Background: an optimization exercise with open tools, aiming at small area. Do not read the settings as production practice.
Where RTL was checked, it was by simulation tests only, not by an equivalence proof against the original.
No activity file was given, so power comes from the tool's default toggle rates.

==> build 37: inputs <==
==> flow/design.v <==
package apb_pkg;
  localparam int APB_ADDR_W = 32;
  localparam int APB_DATA_W = 32;
  localparam logic [APB_DATA_W-1:0] APB_ERR_RDATA = 32'hDEAD_BEEF;
  localparam logic [29:0] APB_ID_PREFIX = 30'h296C_0000;
endpackage
module apb_slave_regbank
#(
  parameter logic [1:0]  SLAVE_ID    = 2'd2,
  parameter int unsigned WAIT_CYCLES = 1,
  parameter int unsigned NUM_REGS    = 64
) (
  input  logic                           pclk,
  input  logic                           presetn,
  input  logic                           psel,
  input  logic                           penable,
  input  logic                           pwrite,
  input  logic [apb_pkg::APB_ADDR_W-1:0] paddr,
  input  logic [apb_pkg::APB_DATA_W-1:0] pwdata,
  output logic [apb_pkg::APB_DATA_W-1:0] prdata,
  output logic                           pready,
  output logic                           pslverr
);
  localparam int DW = apb_pkg::APB_DATA_W;
  localparam logic [DW-1:0] ID_VALUE = {apb_pkg::APB_ID_PREFIX, SLAVE_ID};
  localparam logic [1:0] S_IDLE  = 2'd0;
  localparam logic [1:0] S_SETUP = 2'd1;
  localparam logic [1:0] S_WAIT  = 2'd2;
  localparam logic [1:0] S_RESP  = 2'd3;
  logic [1:0]    state_q;
  logic [1:0]    state_d;
  logic [7:0]    addr_q;
  logic          write_q;
  logic [DW-1:0] wdata_q;
  logic [DW-1:0] prdata_q;
  logic          pready_q;
  logic          pslverr_q;
  logic          cap_en;
  logic          resp_d;
  logic [5:0]    idx;
  logic          err_misalign;
  logic          err_any;
  logic          wr_ok;
  logic          rd_ok;
  logic [63:0]   word_sel;
  logic [63:0]   rd_sel;
  logic [DW-1:0] rd_const;
  logic [DW-1:0] rd_value;
  assign cap_en = (state_q == S_IDLE) && psel && !penable;
  always_comb begin
    state_d = S_IDLE;
    case (state_q)
      S_IDLE:  state_d = cap_en ? S_SETUP : S_IDLE;
      S_SETUP: state_d = !psel ? S_IDLE : (penable ? S_WAIT : S_SETUP);
      S_WAIT:  state_d = psel ? S_RESP : S_IDLE;
      default: state_d = S_IDLE;
    endcase
  end
  assign resp_d = (state_q == S_WAIT) && psel;
  assign idx          = addr_q[7:2];
  assign err_misalign = (addr_q[1:0] != 2'b00);
  assign err_any      = err_misalign || (write_q && (idx == 6'd0));
  assign wr_ok        = presetn && (state_q == S_RESP) && write_q && !err_misalign;
  assign rd_ok        = presetn && resp_d && !write_q;
  always_comb begin
    for (int i = 0; i < 64; i++) begin
      word_sel[i] = (idx == 6'(i));
    end
  end
  assign rd_sel   = word_sel & {64{rd_ok && !err_misalign}};
  assign rd_const = ({DW{rd_ok && err_misalign}} & apb_pkg::APB_ERR_RDATA)
                  | ({DW{rd_sel[0]}} & ID_VALUE);
  logic [DW-1:0] regs_q [64];
  assign regs_q[0] = '0;
  for (genvar i = 1; i < 64; i++) begin : g_word
    logic we;
    logic hold;
    assign we   = wr_ok && word_sel[i];
    assign hold = presetn && !we;
    for (genvar b = 0; b < DW; b++) begin : g_bit
      apb_regbit u_bit (
        .clk  (pclk),
        .hold (hold),
        .we   (we),
        .d    (wdata_q[b]),
        .q    (regs_q[i][b])
      );
    end
  end
  for (genvar b = 0; b < DW; b++) begin : g_rd
    logic [20:0] grp_n;
    for (genvar g = 0; g < 21; g++) begin : g_grp
      apb_rdsel3 u_sel (
        .s   (rd_sel[3*g+3 -: 3]),
        .d   ({regs_q[3*g+3][b], regs_q[3*g+2][b], regs_q[3*g+1][b]}),
        .y_n (grp_n[g])
      );
    end
    assign rd_value[b] = !(&grp_n) || rd_const[b];
  end
  always_ff @(posedge pclk) begin
    if (!presetn) begin
      state_q   <= S_IDLE;
      pready_q  <= 1'b0;
      pslverr_q <= 1'b0;
    end else begin
      state_q   <= state_d;
      pready_q  <= resp_d;
      pslverr_q <= resp_d && err_any;
    end
  end
  always_ff @(posedge pclk) begin
    prdata_q <= rd_value;
  end
  always_ff @(posedge pclk) begin
    if (cap_en) begin
      addr_q  <= paddr[7:0];
      write_q <= pwrite;
      wdata_q <= pwdata;
    end
  end
  assign prdata  = prdata_q;
  assign pready  = pready_q;
  assign pslverr = pslverr_q;
endmodule
module apb_regbit (
  input  logic clk,
  input  logic hold,
  input  logic we,
  input  logic d,
  output logic q
);
  always_ff @(posedge clk) begin
    q <= (q & hold) | (d & we);
  end
endmodule
module apb_rdsel3 (
  input  logic [2:0] s,
  input  logic [2:0] d,
  output logic       y_n
);
  assign y_n = !(|(s & d));
endmodule
==> flow/run.sh <==
#!/bin/bash
# synth_recipe.tcl (not shown) runs the flow's synth.tcl, then flattens the netlist and writes it again
# the make line also repeats each setting of config.mk as NAME=value (left out here)
make -C /OpenROAD-flow-scripts/flow DESIGN_CONFIG=/design/flow/config.mk WORK_HOME=/design/flow/orfs CLKGATE_MAP_FILE= SYNTH_SCRIPT=/design/flow/synth_recipe.tcl finish
==> flow/config.mk <==
export PLATFORM = sky130hd
export DESIGN_NAME = apb_slave_regbank
export DESIGN_NICKNAME = apb_slave_regbank
export VERILOG_FILES = /design/flow/design.v
export SDC_FILE = /design/flow/constraint.sdc
export NUM_CORES = 4
export LEC_CHECK = 0
export CAP_MARGIN = 20
export CORE_MARGIN = 2
export CORE_UTILIZATION = 60
export CTS_BUF_LIST = sky130_fd_sc_hd__clkbuf_4 sky130_fd_sc_hd__clkbuf_8
export CTS_CLUSTER_DIAMETER = 50
export CTS_CLUSTER_SIZE = 15
export SLEW_MARGIN = 20
export SYNTH_HIERARCHICAL = 1
export SYNTH_MINIMUM_KEEP_SIZE = 0
==> flow/constraint.sdc <==
create_clock -name core_clock -period 5.0 [get_ports {pclk}]
set_input_delay 1.0000 -clock core_clock [delete_from_list [all_inputs] [get_ports {pclk}]]
set_output_delay 1.0000 -clock core_clock [all_outputs]
set_load 0.01 [all_outputs]
==> inputs of build 32, as changes to build 37 <==
==> flow/design.v (replaced) <==
package apb_pkg;
  localparam int APB_ADDR_W = 32;
  localparam int APB_DATA_W = 32;
  localparam logic [APB_DATA_W-1:0] APB_ERR_RDATA = 32'hDEAD_BEEF;
  localparam logic [29:0] APB_ID_PREFIX = 30'h296C_0000;
endpackage
module apb_slave_regbank
#(
  parameter logic [1:0]  SLAVE_ID    = 2'd2,
  parameter int unsigned WAIT_CYCLES = 1,
  parameter int unsigned NUM_REGS    = 64
) (
  input  logic                           pclk,
  input  logic                           presetn,
  input  logic                           psel,
  input  logic                           penable,
  input  logic                           pwrite,
  input  logic [apb_pkg::APB_ADDR_W-1:0] paddr,
  input  logic [apb_pkg::APB_DATA_W-1:0] pwdata,
  output logic [apb_pkg::APB_DATA_W-1:0] prdata,
  output logic                           pready,
  output logic                           pslverr
);
  localparam int DW     = apb_pkg::APB_DATA_W;
  localparam int NSLOT  = 63;
  localparam int NTAP   = (NSLOT + 1) / 2;
  localparam logic [DW-1:0] ID_VALUE = {apb_pkg::APB_ID_PREFIX, SLAVE_ID};
  localparam logic [1:0] S_IDLE  = 2'd0;
  localparam logic [1:0] S_SETUP = 2'd1;
  localparam logic [1:0] S_WAIT  = 2'd2;
  localparam logic [1:0] S_RESP  = 2'd3;
  logic [1:0]    state_q;
  logic [1:0]    state_d;
  logic          misal_q;     
  logic          id_q;        
  logic          write_q;
  logic [DW-1:0] wdata_q;
  logic [DW-1:0] prdata_q;
  logic          pready_q;
  logic          pslverr_q;
  logic [5:0]    rot_q;       
  logic [5:0]    pos_q;       
  logic [1:0]    clr_q;       
  logic          wpend_q;     
  logic          cap_en;
  logic          resp_d;
  logic          err_misalign;
  logic          err_any;
  logic          wr_cond;
  logic          wr_active;
  logic          rd_ok;
  logic          clear;
  logic [5:0]    rot_next;
  logic [6:0]    cap_sum;
  logic [5:0]    cap_pos;
  logic [NSLOT-1:0] pos_hot;
  logic          rd_slot;
  logic [DW-1:0] wd;
  logic [DW-1:0] rd_const;
  logic [DW-1:0] rd_value;
  assign cap_en = (state_q == S_IDLE) && psel && !penable;
  always_comb begin
    state_d = S_IDLE;
    case (state_q)
      S_IDLE:  state_d = cap_en ? S_SETUP : S_IDLE;
      S_SETUP: state_d = !psel ? S_IDLE : (penable ? S_WAIT : S_SETUP);
      S_WAIT:  state_d = psel ? S_RESP : S_IDLE;
      default: state_d = S_IDLE;
    endcase
  end
  assign resp_d = (state_q == S_WAIT) && psel;
  assign err_misalign = misal_q;
  assign err_any      = err_misalign || (write_q && id_q);
  assign wr_cond      = write_q && !err_any;
  assign wr_active = presetn && wr_cond &&
                     (resp_d || (state_q == S_RESP) || wpend_q);
  assign rd_ok = presetn && resp_d && !write_q;
  assign rot_next = (rot_q == 6'(NSLOT - 1)) ? '0 : rot_q + 6'd1;
  assign cap_sum  = 7'(paddr[7:2]) + 7'(rot_next);
  always_comb begin
    if (cap_sum == 7'd0) begin
      cap_pos = 6'(NSLOT - 1);
    end else if (cap_sum > 7'(NSLOT)) begin
      cap_pos = 6'(cap_sum - 7'(NSLOT) - 7'd1);
    end else begin
      cap_pos = 6'(cap_sum - 7'd1);
    end
  end
  always_comb begin
    for (int s = 0; s < NSLOT; s++) begin
      pos_hot[s] = (pos_q == 6'(s));
    end
  end
  assign rd_slot  = rd_ok && !err_misalign && !id_q;
  assign rd_const = ({DW{rd_ok && err_misalign}} & apb_pkg::APB_ERR_RDATA)
                  | ({DW{rd_ok && !err_misalign && id_q}} & ID_VALUE);
  assign clear = !presetn || (clr_q != 2'd0);
  assign wd    = wdata_q & {DW{!clear}};
  logic [DW-1:0] slot_q [NSLOT];
  for (genvar s = 0; s < NSLOT; s++) begin : g_slot
    localparam int PREV = (s + NSLOT - 1) % NSLOT;
    if (s % 3 == 0) begin : g_port
      logic load;
      logic hold;
      assign load = clear || (wr_active && pos_hot[PREV]);
      assign hold = !load;
      for (genvar b = 0; b < DW; b++) begin : g_bit
        apb_portbit u_bit (
          .clk  (pclk),
          .hold (hold),
          .load (load),
          .prev (slot_q[PREV][b]),
          .d    (wd[b]),
          .q    (slot_q[s][b])
        );
      end
    end else begin : g_shift
      always_ff @(posedge pclk) begin
        slot_q[s] <= slot_q[PREV];
      end
    end
  end
  logic [NTAP-1:0] tap_sel;
  logic [DW-1:0]   tap_value;
  logic [DW-1:0]   stage_q;
  logic            at_tap;
  for (genvar t = 0; t < NTAP; t++) begin : g_tap_sel
    assign tap_sel[t] = pos_hot[2*t];
  end
  assign at_tap = !pos_q[0];
  for (genvar b = 0; b < DW; b++) begin : g_rd
    logic [10:0] grp_n;
    for (genvar g = 0; g < 10; g++) begin : g_grp
      apb_rdsel3 u_sel (
        .s   (tap_sel[3*g+2 -: 3]),
        .d   ({slot_q[6*g+4][b], slot_q[6*g+2][b], slot_q[6*g][b]}),
        .y_n (grp_n[g])
      );
    end
    apb_rdsel2 u_sel_last (
      .s   (tap_sel[31:30]),
      .d   ({slot_q[62][b], slot_q[60][b]}),
      .y_n (grp_n[10])
    );
    assign tap_value[b] = !(&grp_n);
  end
  always_ff @(posedge pclk) begin
    stage_q <= tap_value & {DW{!clear}};
  end
  assign rd_value = ({DW{rd_slot}} & (at_tap ? tap_value : stage_q)) | rd_const;
  always_ff @(posedge pclk) begin
    if (!presetn) begin
      state_q   <= S_IDLE;
      pready_q  <= 1'b0;
      pslverr_q <= 1'b0;
      rot_q     <= '0;
      clr_q     <= 2'd2;
      wpend_q   <= 1'b0;
    end else begin
      state_q   <= state_d;
      pready_q  <= resp_d;
      pslverr_q <= resp_d && err_any;
      rot_q     <= rot_next;
      clr_q     <= (clr_q != 2'd0) ? clr_q - 2'd1 : 2'd0;
      wpend_q   <= (state_q == S_RESP) && wr_cond;
    end
  end
  always_ff @(posedge pclk) begin
    prdata_q <= rd_value;
  end
  always_ff @(posedge pclk) begin
    if (cap_en) begin
      pos_q   <= cap_pos;
    end else begin
      pos_q   <= (pos_q == 6'(NSLOT - 1)) ? '0 : pos_q + 6'd1;
    end
  end
  always_ff @(posedge pclk) begin
    if (cap_en) begin
      misal_q <= (paddr[1:0] != 2'b00);
      id_q    <= (paddr[7:2] == 6'd0);
      write_q <= pwrite;
      wdata_q <= pwdata;
    end
  end
  assign prdata  = prdata_q;
  assign pready  = pready_q;
  assign pslverr = pslverr_q;
endmodule
module apb_portbit (
  input  logic clk,
  input  logic hold,
  input  logic load,
  input  logic prev,
  input  logic d,
  output logic q
);
  always_ff @(posedge clk) begin
    q <= (prev & hold) | (d & load);
  end
endmodule
module apb_rdsel3 (
  input  logic [2:0] s,
  input  logic [2:0] d,
  output logic       y_n
);
  assign y_n = !(|(s & d));
endmodule
module apb_rdsel2 (
  input  logic [1:0] s,
  input  logic [1:0] d,
  output logic       y_n
);
  assign y_n = !(|(s & d));
endmodule
==> flow/flow/run.sh (new file) <==
#!/bin/bash
# Own layout flow: the standard ORFS flow (standard.sh), with the port
# buffers that global placement inserts on every input and output made the
# smallest buffer cell (sky130_fd_sc_hd__buf_1) instead of the default pick.
# Everything else, synthesis included, is the standard flow unchanged.
# The full output of the run goes to flow_standard.log in the work folder;
# ORFS's per-step logs are under orfs/logs/.
set -euo pipefail
export BUFFER_PORTS_ARGS="-buffer_cell sky130_fd_sc_hd__buf_1"
bash standard.sh > flow_standard.log 2>&1
==> flow/standard.sh (new file) <==
#!/bin/bash
# synth_recipe.tcl (not shown) runs the flow's synth.tcl, then flattens the netlist and writes it again
# the make line also repeats each setting of config.mk as NAME=value (left out here)
make -C /OpenROAD-flow-scripts/flow DESIGN_CONFIG=/design/flow/config.mk WORK_HOME=/design/flow/orfs CLKGATE_MAP_FILE= SYNTH_SCRIPT=/design/flow/synth_recipe.tcl "${@:-finish}"
- CORE_UTILIZATION: 60 -> 50
- CTS_BUF_LIST: sky130_fd_sc_hd__clkbuf_4 sky130_fd_sc_hd__clkbuf_8 -> sky130_fd_sc_hd__clkbuf_8 sky130_fd_sc_hd__clkbuf_16
- CTS_CLUSTER_DIAMETER: 50 -> 80
- CTS_CLUSTER_SIZE: 15 -> 30
removed: flow/run.sh
==> inputs of trial 84, as changes to build 37 <==
==> flow/design.v (replaced) <==
package apb_pkg;
  localparam int APB_ADDR_W = 32;
  localparam int APB_DATA_W = 32;
  localparam logic [APB_DATA_W-1:0] APB_ERR_RDATA = 32'hDEAD_BEEF;
  localparam logic [29:0] APB_ID_PREFIX = 30'h296C_0000;
endpackage
module apb_slave_regbank
#(
  parameter logic [1:0]  SLAVE_ID    = 2'd2,
  parameter int unsigned WAIT_CYCLES = 1,
  parameter int unsigned NUM_REGS    = 64
) (
  input  logic                           pclk,
  input  logic                           presetn,
  input  logic                           psel,
  input  logic                           penable,
  input  logic                           pwrite,
  input  logic [apb_pkg::APB_ADDR_W-1:0] paddr,
  input  logic [apb_pkg::APB_DATA_W-1:0] pwdata,
  output logic [apb_pkg::APB_DATA_W-1:0] prdata,
  output logic                           pready,
  output logic                           pslverr
);
  localparam int DW = apb_pkg::APB_DATA_W;
  localparam logic [1:0] S_IDLE  = 2'd0;
  localparam logic [1:0] S_SETUP = 2'd1;
  localparam logic [1:0] S_WAIT  = 2'd2;
  localparam logic [1:0] S_RESP  = 2'd3;
  logic [1:0]    state_q;
  logic [1:0]    state_d;
  logic [7:0]    addr_q;
  logic          write_q;
  logic [DW-1:0] wdata_q;
  logic          clr_q;
  logic [DW-1:0] regs_q [1:63];
  logic [DW-1:0] prdata_q;
  logic          pready_q;
  logic          pslverr_q;
  logic          cap_en;
  logic          resp_d;
  logic [5:0]    idx;
  logic          err_misalign;
  logic          err_any;
  logic          wr_ok;
  logic [DW-1:0] rd_value;
  assign cap_en = (state_q == S_IDLE) && psel && !penable;
  always_comb begin
    state_d = S_IDLE;
    case (state_q)
      S_IDLE:  state_d = cap_en ? S_SETUP : S_IDLE;
      S_SETUP: state_d = !psel ? S_IDLE : (penable ? S_WAIT : S_SETUP);
      S_WAIT:  state_d = psel ? S_RESP : S_IDLE;
      default: state_d = S_IDLE;
    endcase
  end
  assign resp_d = (state_q == S_WAIT) && psel;
  assign idx          = addr_q[7:2];
  assign err_misalign = (addr_q[1:0] != 2'b00);
  assign err_any      = err_misalign || (write_q && (idx == 6'd0));
  assign wr_ok        = (state_q == S_RESP) && write_q && !err_misalign;
  always_comb begin
    if (err_misalign) begin
      rd_value = apb_pkg::APB_ERR_RDATA;
    end else if (idx == 6'd0) begin
      rd_value = {apb_pkg::APB_ID_PREFIX, SLAVE_ID};
    end else begin
      rd_value = regs_q[idx];
    end
  end
  always_ff @(posedge pclk) begin
    if (!presetn) begin
      state_q   <= S_IDLE;
      wdata_q   <= '0;
      prdata_q  <= '0;
      pready_q  <= 1'b0;
      pslverr_q <= 1'b0;
    end else begin
      state_q   <= state_d;
      pready_q  <= resp_d;
      pslverr_q <= resp_d && err_any;
      prdata_q  <= (resp_d && !write_q) ? rd_value : '0;
      if (cap_en) begin
        wdata_q <= pwdata;
      end
    end
  end
  always_ff @(posedge pclk) begin
    clr_q <= !presetn;
    if (cap_en) begin
      addr_q  <= paddr[7:0];
      write_q <= pwrite;
    end
  end
  for (genvar i = 1; i < 64; i++) begin : g_word
    always_ff @(posedge pclk) begin
      if (clr_q || (wr_ok && (idx == 6'(i)))) begin
        regs_q[i] <= wdata_q;
      end
    end
  end
  assign prdata  = prdata_q;
  assign pready  = pready_q;
  assign pslverr = pslverr_q;
endmodule
- CORE_UTILIZATION: 60 -> 40
- CTS_CLUSTER_DIAMETER: 50 -> not set
- CTS_CLUSTER_SIZE: 15 -> not set
- SYNTH_HIERARCHICAL: 1 -> not set
- SYNTH_MINIMUM_KEEP_SIZE: 0 -> not set
==> run summary <==
Root Buffer Master: trial 84 clkbuf_8; build 37 clkbuf_8; build 32 clkbuf_16
Die span in x: trial 84 442 um; build 37 345 um; build 32 337 um
Arrival time of the worst setup path: trial 84 5.26 ns; build 37 4.91 ns; build 32 4.41 ns
Cell-internal power: trial 84 0.0285 W; build 37 0.0213 W; build 32 0.0216 W
Top-area cell type share of the netlist area: trial 84 79.4%; build 37 58.9%; build 32 75.6%
HPWL after DPL: trial 84 198 mm; build 37 148 mm; build 32 101 mm
Setup crit start: trial 84 addr_q[5]; build 37 addr_q[5]; build 32 pos_q[0]
Capture point of the worst path: trial 84 prdata_q[15]; build 37 prdata_q[10]; build 32 prdata_q[23]
Run status: trial 84 complete, no violations; build 37 complete, no violations; build 32 complete, no violations
Register area share after synthesis: trial 84 81.2%; build 37 60.7%; build 32 77.5%
Largest area contributor in the netlist: trial 84 edfxtp_1; build 37 dfxtp_1; build 32 dfxtp_1
Total sequential power: trial 84 0.0208 W; build 37 0.0167 W; build 32 0.0183 W
Endpoint of the worst-slack reg-to-reg timing path: trial 84 prdata_q[15]; build 37 prdata_q[10]; build 32 prdata_q[23]
Most frequently used cell type in the post-synthesis netlist: trial 84 edfxtp_1; build 37 dfxtp_1; build 32 dfxtp_1
Post-Route Utilization: trial 84 47.3%; build 37 68.3%; build 32 55.5%
Wire length after detailed routing: trial 84 342 mm; build 37 255 mm; build 32 175 mm
Initial antenna violation count: trial 84 29; build 37 5; build 32 13
Layout Cell Area excl Fill: trial 84 0.0900 sq mm; build 37 0.0790 sq mm; build 32 0.0613 sq mm
No functional check of the RTL was part of trial 84.

static timing again, ports no longer ideal:
In the flow no input, the clock included, has a driving cell. The finished layouts below were timed again as built, in two steps.
Step 1: set_driving_cell puts a clkbuf_16 on pclk and a buf_2 on each other input, an assumption about the parent block.
Step 2 adds t to the input delays and takes it off the output delays; t is the mean of the earliest and latest rising clock arrival at the registers after step 1. Input paths then give back, and output paths get back, about the clock's delay inside the block.
Slacks: ideal / step 1 / step 2; pairs: ideal / step 1.
| run | t, ns | slack for setup (ns) | worst setup path after step 2 | latest minus earliest clock arrival (ns) | slew at the worst register clock pin (ns) |
|---|---|---|---|---|---|
| build 37 | 1.008 | 0.864 / 0.864 / 0.025 | input to register | 0.041 / 0.041 | 0.11 / 0.11 |
| build 32 | 0.764 | 1.140 / 1.140 / 0.941 | input to register | 0.038 / 0.039 | 0.12 / 0.12 |
| trial 84 | 1.145 | 0.609 / 0.609 / 0.609 | register to register | 0.093 / 0.093 | 0.07 / 0.07 |
After both steps every run listed still meets setup and hold. The setup slack of build 37, which loses most, moves by 0.000 ns with the drivers and by -0.839 ns with both steps.
